Background: an optimization exercise with open tools, aiming at small area, a short achievable clock period and few clock cycles per item. Do not read the settings as production practice.
Function was checked by simulation only, so behaviour that the tests miss may differ from the original.

===== design/flow/run.sh =====
#!/bin/bash
# synth_recipe.tcl (not shown) runs the flow's synth.tcl, then flattens the netlist and writes it again
# the make line also repeats each setting of config.mk as NAME=value (left out here)
make -C /OpenROAD-flow-scripts/flow DESIGN_CONFIG=/design/flow/config.mk WORK_HOME=/design/flow/orfs CLKGATE_MAP_FILE= SYNTH_SCRIPT=/design/flow/synth_recipe.tcl finish

===== design/flow/config.mk =====
export PLATFORM = sky130hd
export DESIGN_NAME = trimmed_mean_ph_converter
export DESIGN_NICKNAME = trimmed_mean_ph_converter
export VERILOG_FILES = /design/flow/design.v
export SDC_FILE = /design/flow/constraint.sdc
export NUM_CORES = 4
export LEC_CHECK = 0
export CAP_MARGIN = 20
export CORE_MARGIN = 2
export CORE_UTILIZATION = 40
export SLEW_MARGIN = 20

===== design/flow/constraint.sdc =====
create_clock -name core_clock -period 8.0 [get_ports {i_clk}]
set_input_delay 1.6000 -clock core_clock [delete_from_list [all_inputs] [get_ports {i_clk}]]
set_output_delay 1.6000 -clock core_clock [all_outputs]
set_load 0.01 [all_outputs]

===== design/flow/design.v =====
package tmpc_pkg;
    localparam int DEF_WINDOW      = 10;
    localparam int DEF_DROP        = 2;
    localparam int DEF_SAMPLE_BITS = 12;
    localparam int OFFSET_W   = 17;
    localparam int GAIN_W     = 20;
    localparam int PH_W       = 18;
    localparam int TSUM_W     = 15;
    localparam int CFG_IDX_W  = 2;
    localparam int CFG_DATA_W = 20;
    localparam int GAIN_FRAC  = 16;
    localparam int PH_MAX   = 131071;
    localparam int PH_MIN   = -131072;
    localparam int TSUM_MAX = 32767;
    localparam logic [CFG_IDX_W-1:0] REG_OFFSET = 2'd0;
    localparam logic [CFG_IDX_W-1:0] REG_GAIN   = 2'd1;
    localparam logic signed [OFFSET_W-1:0] OFFSET_RESET = 17'sd21340;
    localparam logic [GAIN_W-1:0]          GAIN_RESET   = 20'd304000;
    typedef struct packed {
        logic insert;
        logic sum_clear;
        logic sum_add;
        logic mul;
        logic fin;
    } t_cmd;
    typedef struct packed {
        logic last_sample;
        logic sum_last;
    } t_stat;
endpackage
import tmpc_pkg::*;
module tmpc_ctrl
#(
    parameter int WINDOW = DEF_WINDOW,
    parameter int DROP   = DEF_DROP
) (
    input  logic  i_clk,
    input  logic  i_rst_n,
    input  logic  i_start,
    output logic  o_busy,
    output tmpc_pkg::t_cmd  o_cmd,
    input  tmpc_pkg::t_stat i_stat
);
    localparam bit HAS_KEEP = (WINDOW > 2 * DROP);
    localparam logic [1:0] ST_IDLE = 2'd0;
    localparam logic [1:0] ST_SUM  = 2'd1;
    localparam logic [1:0] ST_MUL  = 2'd2;
    localparam logic [1:0] ST_FIN  = 2'd3;
    logic [1:0] r_state;
    logic [1:0] n_state;
    always_comb begin
        n_state = r_state;
        o_cmd   = '0;
        unique case (r_state)
            ST_IDLE: begin
                if (i_start) begin
                    o_cmd.insert = 1'b1;
                    if (i_stat.last_sample) begin
                        o_cmd.sum_clear = 1'b1;
                        n_state = HAS_KEEP ? ST_SUM : ST_MUL;
                    end
                end
            end
            ST_SUM: begin
                o_cmd.sum_add = 1'b1;
                if (i_stat.sum_last) begin
                    n_state = ST_MUL;
                end
            end
            ST_MUL: begin
                o_cmd.mul = 1'b1;
                n_state   = ST_FIN;
            end
            ST_FIN: begin
                o_cmd.fin = 1'b1;
                n_state   = ST_IDLE;
            end
            default: begin
                n_state = ST_IDLE;
            end
        endcase
    end
    always_ff @(posedge i_clk) begin
        if (!i_rst_n) begin
            r_state <= ST_IDLE;
        end else begin
            r_state <= n_state;
        end
    end
    assign o_busy = (r_state != ST_IDLE);
endmodule
import tmpc_pkg::*;
module tmpc_dp
#(
    parameter int WINDOW      = DEF_WINDOW,
    parameter int DROP        = DEF_DROP,
    parameter int SAMPLE_BITS = DEF_SAMPLE_BITS
) (
    input  logic                         i_clk,
    input  logic                         i_rst_n,
    input  tmpc_pkg::t_cmd                i_cmd,
    output tmpc_pkg::t_stat               o_stat,
    input  logic [SAMPLE_BITS-1:0]       i_sample,
    input  logic                         i_cfg_wr,
    input  logic [CFG_IDX_W-1:0]         i_cfg_index,
    input  logic [CFG_DATA_W-1:0]        i_cfg_data,
    output logic                         o_valid,
    output logic signed [PH_W-1:0]       o_ph_milli,
    output logic [TSUM_W-1:0]            o_trimmed_sum
);
    localparam int FILL_W    = $clog2(WINDOW);
    localparam int KEEP      = (WINDOW > 2 * DROP) ? (WINDOW - 2 * DROP) : 0;
    localparam int START_IDX = (KEEP > 0) ? DROP : 0;
    localparam int LAST_IDX  = (KEEP > 0) ? (DROP + KEEP - 1) : 0;
    localparam int SUM_W     = SAMPLE_BITS + $clog2(WINDOW);
    localparam int PROD_W    = SUM_W + GAIN_W;
    localparam int Q_W       = PROD_W - GAIN_FRAC;
    localparam int DIFF_W    = ((Q_W > OFFSET_W) ? Q_W : OFFSET_W) + 2;
    localparam int WIDE_W    = SUM_W + TSUM_W;
    localparam logic signed [DIFF_W-1:0] PH_HI = DIFF_W'(PH_MAX);
    localparam logic signed [DIFF_W-1:0] PH_LO = DIFF_W'(PH_MIN);
    localparam logic [WIDE_W-1:0]        TSUM_HI = WIDE_W'(TSUM_MAX);
    logic [SAMPLE_BITS-1:0]       r_win [WINDOW];
    logic [SAMPLE_BITS-1:0]       n_win [WINDOW];
    logic [WINDOW-1:0]            w_le;
    logic [FILL_W-1:0]            r_fill;
    logic [FILL_W-1:0]            r_idx;
    logic [SUM_W-1:0]             r_acc;
    logic [PROD_W-1:0]            r_prod;
    logic signed [OFFSET_W-1:0]   r_offset;
    logic [GAIN_W-1:0]            r_gain;
    logic                         r_valid;
    logic signed [PH_W-1:0]       r_ph;
    logic [TSUM_W-1:0]            r_tsum;
    logic [Q_W-1:0]               w_quot;
    logic signed [DIFF_W-1:0]     w_diff;
    logic signed [PH_W-1:0]       w_ph;
    logic [WIDE_W-1:0]            w_acc_wide;
    logic [TSUM_W-1:0]            w_tsum;
    genvar g;
    generate
        for (g = 0; g < WINDOW; g++) begin : g_cell
            assign w_le[g] = (FILL_W'(g) < r_fill) && (r_win[g] <= i_sample);
            if (g == 0) begin : g_first
                assign n_win[g] = w_le[g] ? r_win[g] : i_sample;
            end else begin : g_rest
                assign n_win[g] = w_le[g] ? r_win[g] :
                                  (w_le[g-1] ? i_sample : r_win[g-1]);
            end
        end
    endgenerate
    always_ff @(posedge i_clk) begin
        if (i_cmd.insert) begin
            for (int i = 0; i < WINDOW; i++) begin
                r_win[i] <= n_win[i];
            end
        end
    end
    always_ff @(posedge i_clk) begin
        if (!i_rst_n) begin
            r_fill <= '0;
        end else if (i_cmd.insert) begin
            r_fill <= o_stat.last_sample ? '0 : r_fill + 1'b1;
        end
    end
    assign o_stat.last_sample = (r_fill == FILL_W'(WINDOW - 1));
    assign o_stat.sum_last    = (r_idx == FILL_W'(LAST_IDX));
    always_ff @(posedge i_clk) begin
        if (i_cmd.sum_clear) begin
            r_acc <= '0;
            r_idx <= FILL_W'(START_IDX);
        end else if (i_cmd.sum_add) begin
            r_acc <= r_acc + SUM_W'(r_win[r_idx]);
            r_idx <= r_idx + 1'b1;
        end
    end
    always_ff @(posedge i_clk) begin
        if (i_cmd.mul) begin
            r_prod <= PROD_W'(r_acc) * PROD_W'(r_gain);
        end
    end
    always_ff @(posedge i_clk) begin
        if (!i_rst_n) begin
            r_offset <= OFFSET_RESET;
            r_gain   <= GAIN_RESET;
        end else if (i_cfg_wr) begin
            unique case (i_cfg_index)
                REG_OFFSET: r_offset <= $signed(i_cfg_data[OFFSET_W-1:0]);
                REG_GAIN:   r_gain   <= i_cfg_data[GAIN_W-1:0];
                default: begin
                end
            endcase
        end
    end
    always_comb begin
        w_quot = r_prod[PROD_W-1:GAIN_FRAC];
        w_diff = DIFF_W'(r_offset) - $signed(DIFF_W'(w_quot));
        if (w_diff > PH_HI) begin
            w_ph = PH_W'(PH_HI);
        end else if (w_diff < PH_LO) begin
            w_ph = PH_W'(PH_LO);
        end else begin
            w_ph = w_diff[PH_W-1:0];
        end
        w_acc_wide = WIDE_W'(r_acc);
        w_tsum = (w_acc_wide > TSUM_HI) ? TSUM_HI[TSUM_W-1:0] : w_acc_wide[TSUM_W-1:0];
    end
    always_ff @(posedge i_clk) begin
        if (!i_rst_n) begin
            r_valid <= 1'b0;
        end else begin
            r_valid <= i_cmd.fin;
        end
    end
    always_ff @(posedge i_clk) begin
        if (i_cmd.fin) begin
            r_ph   <= w_ph;
            r_tsum <= w_tsum;
        end
    end
    assign o_valid       = r_valid;
    assign o_ph_milli    = r_ph;
    assign o_trimmed_sum = r_tsum;
endmodule
import tmpc_pkg::*;
module trimmed_mean_ph_converter
#(
    parameter int WINDOW      = DEF_WINDOW,
    parameter int DROP        = DEF_DROP,
    parameter int SAMPLE_BITS = DEF_SAMPLE_BITS
) (
    input  logic                   i_clk,
    input  logic                   i_rst_n,
    input  logic                   i_start,
    output logic                   o_busy,
    input  logic [SAMPLE_BITS-1:0] i_sample,
    output logic                   o_valid,
    output logic signed [PH_W-1:0] o_ph_milli,
    output logic [TSUM_W-1:0]      o_trimmed_sum,
    input  logic                   i_cfg_valid,
    output logic                   o_cfg_ready,
    input  logic [CFG_IDX_W-1:0]   i_cfg_index,
    input  logic [CFG_DATA_W-1:0]  i_cfg_data
);
    tmpc_pkg::t_cmd  w_cmd;
    tmpc_pkg::t_stat w_stat;
    assign o_cfg_ready = 1'b1;
    tmpc_ctrl #(
        .WINDOW (WINDOW),
        .DROP   (DROP)
    ) u_ctrl (
        .i_clk   (i_clk),
        .i_rst_n (i_rst_n),
        .i_start (i_start),
        .o_busy  (o_busy),
        .o_cmd   (w_cmd),
        .i_stat  (w_stat)
    );
    tmpc_dp #(
        .WINDOW      (WINDOW),
        .DROP        (DROP),
        .SAMPLE_BITS (SAMPLE_BITS)
    ) u_dp (
        .i_clk         (i_clk),
        .i_rst_n       (i_rst_n),
        .i_cmd         (w_cmd),
        .o_stat        (w_stat),
        .i_sample      (i_sample),
        .i_cfg_wr      (i_cfg_valid & o_cfg_ready),
        .i_cfg_index   (i_cfg_index),
        .i_cfg_data    (i_cfg_data),
        .o_valid       (o_valid),
        .o_ph_milli    (o_ph_milli),
        .o_trimmed_sum (o_trimmed_sum)
    );
endmodule

==> run notes <==
-- flip-flops by register name, summed over array words and instances (netlist names), 2 cells and up --
register,flops
u_dp.r_win,120
u_dp.r_gain,20
u_dp.r_prod,20
u_dp.r_ph,18
u_dp.r_offset,17
u_dp.r_acc,16
u_dp.r_tsum,15
u_dp.r_fill,4
u_dp.r_idx,4
u_ctrl.r_state,2
-- placed cells by master, fill, tap and decap left out, drive strengths merged, types with 61 or more instances in the layout --
cell type,netlist,final
fa,251,251
dfxtp,64,64
and2,160,160
o21ai,61,61
nand2,299,299
clkdlybuf4s50,0,72
mux2,106,106
a21oi,69,69
edfxtp,173,173
inv,343,344
ha,270,270
nor2,65,65
-- worst max-delay path, stage by stage, from the launching register on --
cell	delay, ps
dfxtp_1	890
nand2_1	180
fa_1	550
inv_1	60
fa_1	520
fa_1	450
fa_1	530
fa_1	560
inv_1	60
fa_1	530
inv_1	40
ha_1	360
a21o_1	190
a21o_1	200
a2111oi_0	380
or3_1	190
o21ai_1	100
a22oi_1	360
o21ai_1	150
o41ai_1	310
xnor2_1	100
-- cells in the mapped netlist (3+ instances only) --
cell        n
a211o_1     4
a211oi_1   15
a21boi_0   24
a21o_1     56
a21oi_1    67
a221oi_1   11
a222oi_1   10
a22oi_1    31
a31oi_1     4
and2_1    160
and3_1      4
and4_1      5
clkbuf_1  104
dfxtp_1    64
edfxtp_1  173
fa_1      251
ha_1      270
inv_1     343
mux2_2    106
mux2i_1     8
nand2_1   299
nand2b_1   13
nand3_1    39
nand4_1    38
nor2_1     65
nor2b_1    18
nor3_1     23
o211ai_1    6
o21a_1      7
o21ai_0    48
o21ai_1    13
o21bai_1    7
o41ai_1     3
or2_2      21
or3_1       8
xnor2_1    27
xor2_1     23
-- path summary, 6_finish.rpt --
kind                       end  slack [ps]  depth (start not counted)
max            u_dp.r_prod[33]         980                         20
max reg2reg    u_dp.r_prod[33]         980                         20
min          u_dp.r_offset[12]         470                          2
min reg2reg  u_dp.r_offset[12]         470                          2
-- kinds of logic after synthesis --
| group | count (synthesis) | synth area share |
|---|---|---|
| AOI/OAI and AO/OA | 340 | 0.0977 |
| xor gates and xnor gates | 50 | 0.0182 |
| adders and majority gates | 521 | 0.349 |
| buffers and inverters | 453 | 0.0712 |
| DFF | 237 | 0.269 |
| muxes | 114 | 0.0528 |
| other | 1 | 0.000156 |
| and+or+nand+nor | 703 | 0.143 |
-- metrics by stage --
stage | utilization | instances | instance area [sq um] | setup slack, ps | hold WS (ps)
finish | 0.450 | 3255 | 26700 | 982 | 468
global route | 0.450 | 3254 | 26700 | 573 | 504
CTS | 0.450 | 3254 | 26700 | 977 | 474
detailed placement | 0.433 | 3198 | 25700 | 1020 | 464
global placement | 0.433 | 3198 | 25700 | 1120 | 460
floorplan | - | 2419 | 24100 | 1610 | 443
-- routing by layer --
| metal | share of wire | up-vias |
|---|---|---|
| li1 | - | 8188 |
| met1 | 0.44 | 8940 |
| met2 | 0.43 | 682 |
| met3 | 0.079 | 135 |
| met4 | 0.045 | 0 |
| met5 | 0 | - |
-- final cells by class --
type | count | area (sq um) | share of cell area
Antenna cell | 1 | 2.50 | 0.0000937
Timing Repair Buffer | 116 | 1050 | 0.0394
Tap cell | 773 | 967 | 0.0362
Sequential cell | 237 | 6480 | 0.242
Clock inverter | 22 | 211 | 0.00792
Clock buffer | 34 | 766 | 0.0287
Multi-Input combinational cell | 1729 | 15900 | 0.597
Inverter | 343 | 1290 | 0.0482
==> run notes <==
| Item | Value | Unit |
|---|---|---|
| Skew final | 46.9 | ps |
| Hold Crit Class | flip-flop to flip-flop | - |
| Number of setup violations in the final report | 0 | - |
| Number of global-route vias before repair | 18800 | - |
| FF+latch count, synth | 237 | - |
| Die H | 249 | microns |
| Initial cell density of the core | 0.406 | - |
| Sum of negative setup slack | 0 | ps |
| Clock latency (worst-skew pair) | 620 | ps |
| Number of max-slew violations in the final report | 0 | - |
| Root buffer cell | clkbuf_16 | - |
| Setup crit start | u_dp.r_acc[8] | - |
| Number of search-and-repair iterations in the first detailed-routing pass | 6 | - |
| Final min period | 7020 | ps |
| Worst reg2reg startpoint | u_dp.r_acc[8] | - |
| Detail-routed net length per standard cell | 21.3 | microns |
| Initial antenna violation count | 2 | - |
| Biggest area contributors in the synthesized netlist | edfxtp_1, fa_1, ha_1 | - |
| Cts repair resizes | 0 | - |
| # rows | 89 | - |
| Postcts setup bufs | 0 | - |
| DRT Wirelength | 69.2 | mm |
| Source of the worst hold timing path | u_dp.r_offset[12] | - |
| I/O pin total | 74 | - |
| Netlist area before placement | 24100 | sq um |
| Largest net degree at the start of global routing | 42 | - |
| Area inside the core boundary | 59400 | sq um |
| Worst Path Arrival | 7330 | ps |
| Post-Synthesis Cells | 2419 | - |
| Via total after detailed routing | 17900 | - |
| Remaining antenna violation count after routing | 0 | - |
| Number of nets produced by synthesis | 2978 | - |
| Maximum level of the CTS H-tree | 1 | - |
| Required time at the worst-slack endpoint | 8320 | ps |
| Post-cts hold buffer count | 0 | - |
| Unrepaired setup endpoints after global routing | no | - |
| Category of the worst setup path capture point | flip-flop | - |
| Total of warnings raised by yosys | 4 | - |
| CTS tree | built | - |
| Detailed-route vias per instance | 5.51 | - |
| CTS sink count | 237 | - |
| Distinct cells, synth | 75 | - |
| Drt drc | 0 | - |
| Final weighted congestion of routability-driven global placement | 0.931 | - |
| Transition time of the tightest slew-check pin | 1040 | ps |
| Rel. slew slack | 0.307 | - |
| Grt peak-use layer | met2 | - |
| All-Layer GR Usage | 0.224 | - |
| Achievable Freq | 142 | MHz |
| Fin crit share | 0.877 | - |
| Area Growth Syn to Fin | 10.8 | % |
| Setup crit start kind | flip-flop | - |
| Kind of critical path | flip-flop to flip-flop | - |
| Wire length of the first global-routing pass | 109 | mm |
| Post-Syn Area per Cell | 9.97 | sq um |
| Result of the run | complete, no violations | - |
| TritonCTS buffer count | 30 | - |
| Count of flip-flops with a built-in enable after synthesis | 173 | - |
| GR met2 Demand/Resource | 0.342 | - |
| Count of endpoints failing hold in the final timing report | 0 | - |
| Global-route track usage on met1 | 0.310 | - |
| Longest Clk Path Bufs | 3 | - |
| Area fraction of the dominant cell type after synthesis | 0.215 | - |
| Half-perimeter wire length of the detailed placement result | 55.3 | mm |
| Cell accounting for the most synthesized area | edfxtp_1 | - |
| Total overflow reported by the global router | 0 | - |
| Number of nets at the end of the flow | 3016 | - |
| Number of violations of the max-capacitance limit | 0 | - |
| Floorplan die width | 249 | microns |
| Count of filler cells inserted in the layout | 5582 | - |
| Crit Path Max Fanout | 23 | - |
| Clock-pin slew on the worst setup and hold paths | 60 | ps |
| Sequential-to-total area share from yosys stat | 0.269 | - |
| Fraction of met3 tracks used by global routing | 0.0482 | - |
| Main synth FF type | edfxtp_1 | - |
| Async set-reset flop share out of synthesis | 0 | - |
| Detailed router's first-iteration violation count | 1426 | - |
| Share of cells above drive strength 1 | 0.0959 | - |
| Die area | 62200 | sq um |
| # port buffers | 72 | - |
Testbench counts, summed over its fixed seeds: cycles 28,848, windows 1,600.

## port drivers added, routing unchanged
The results above use ideal ports. As a check the final layout listed here was re-extracted and re-timed, cells and wires unchanged.
Step 1: set_driving_cell puts a clkbuf_16 on i_clk and a buf_2 on each other input, an assumption about the parent block.
Step 2 times the ports against the registers' clock, not the clock port: input delays grow and output delays shrink by t, the midpoint of the rising clock arrivals with the driver on.
a / b / c = no drivers / after step 1 / after step 2; a / b = the first two.
shift t [ns]: 0.647
setup slack, ns: 0.982 / 0.982 / 0.982
worst register clock-pin slew, ns: 0.07 / 0.07
After both steps this run still meets setup and hold. For this run, drivers alone change the setup slack by 0.000 ns; drivers and shift together by 0.000 ns.
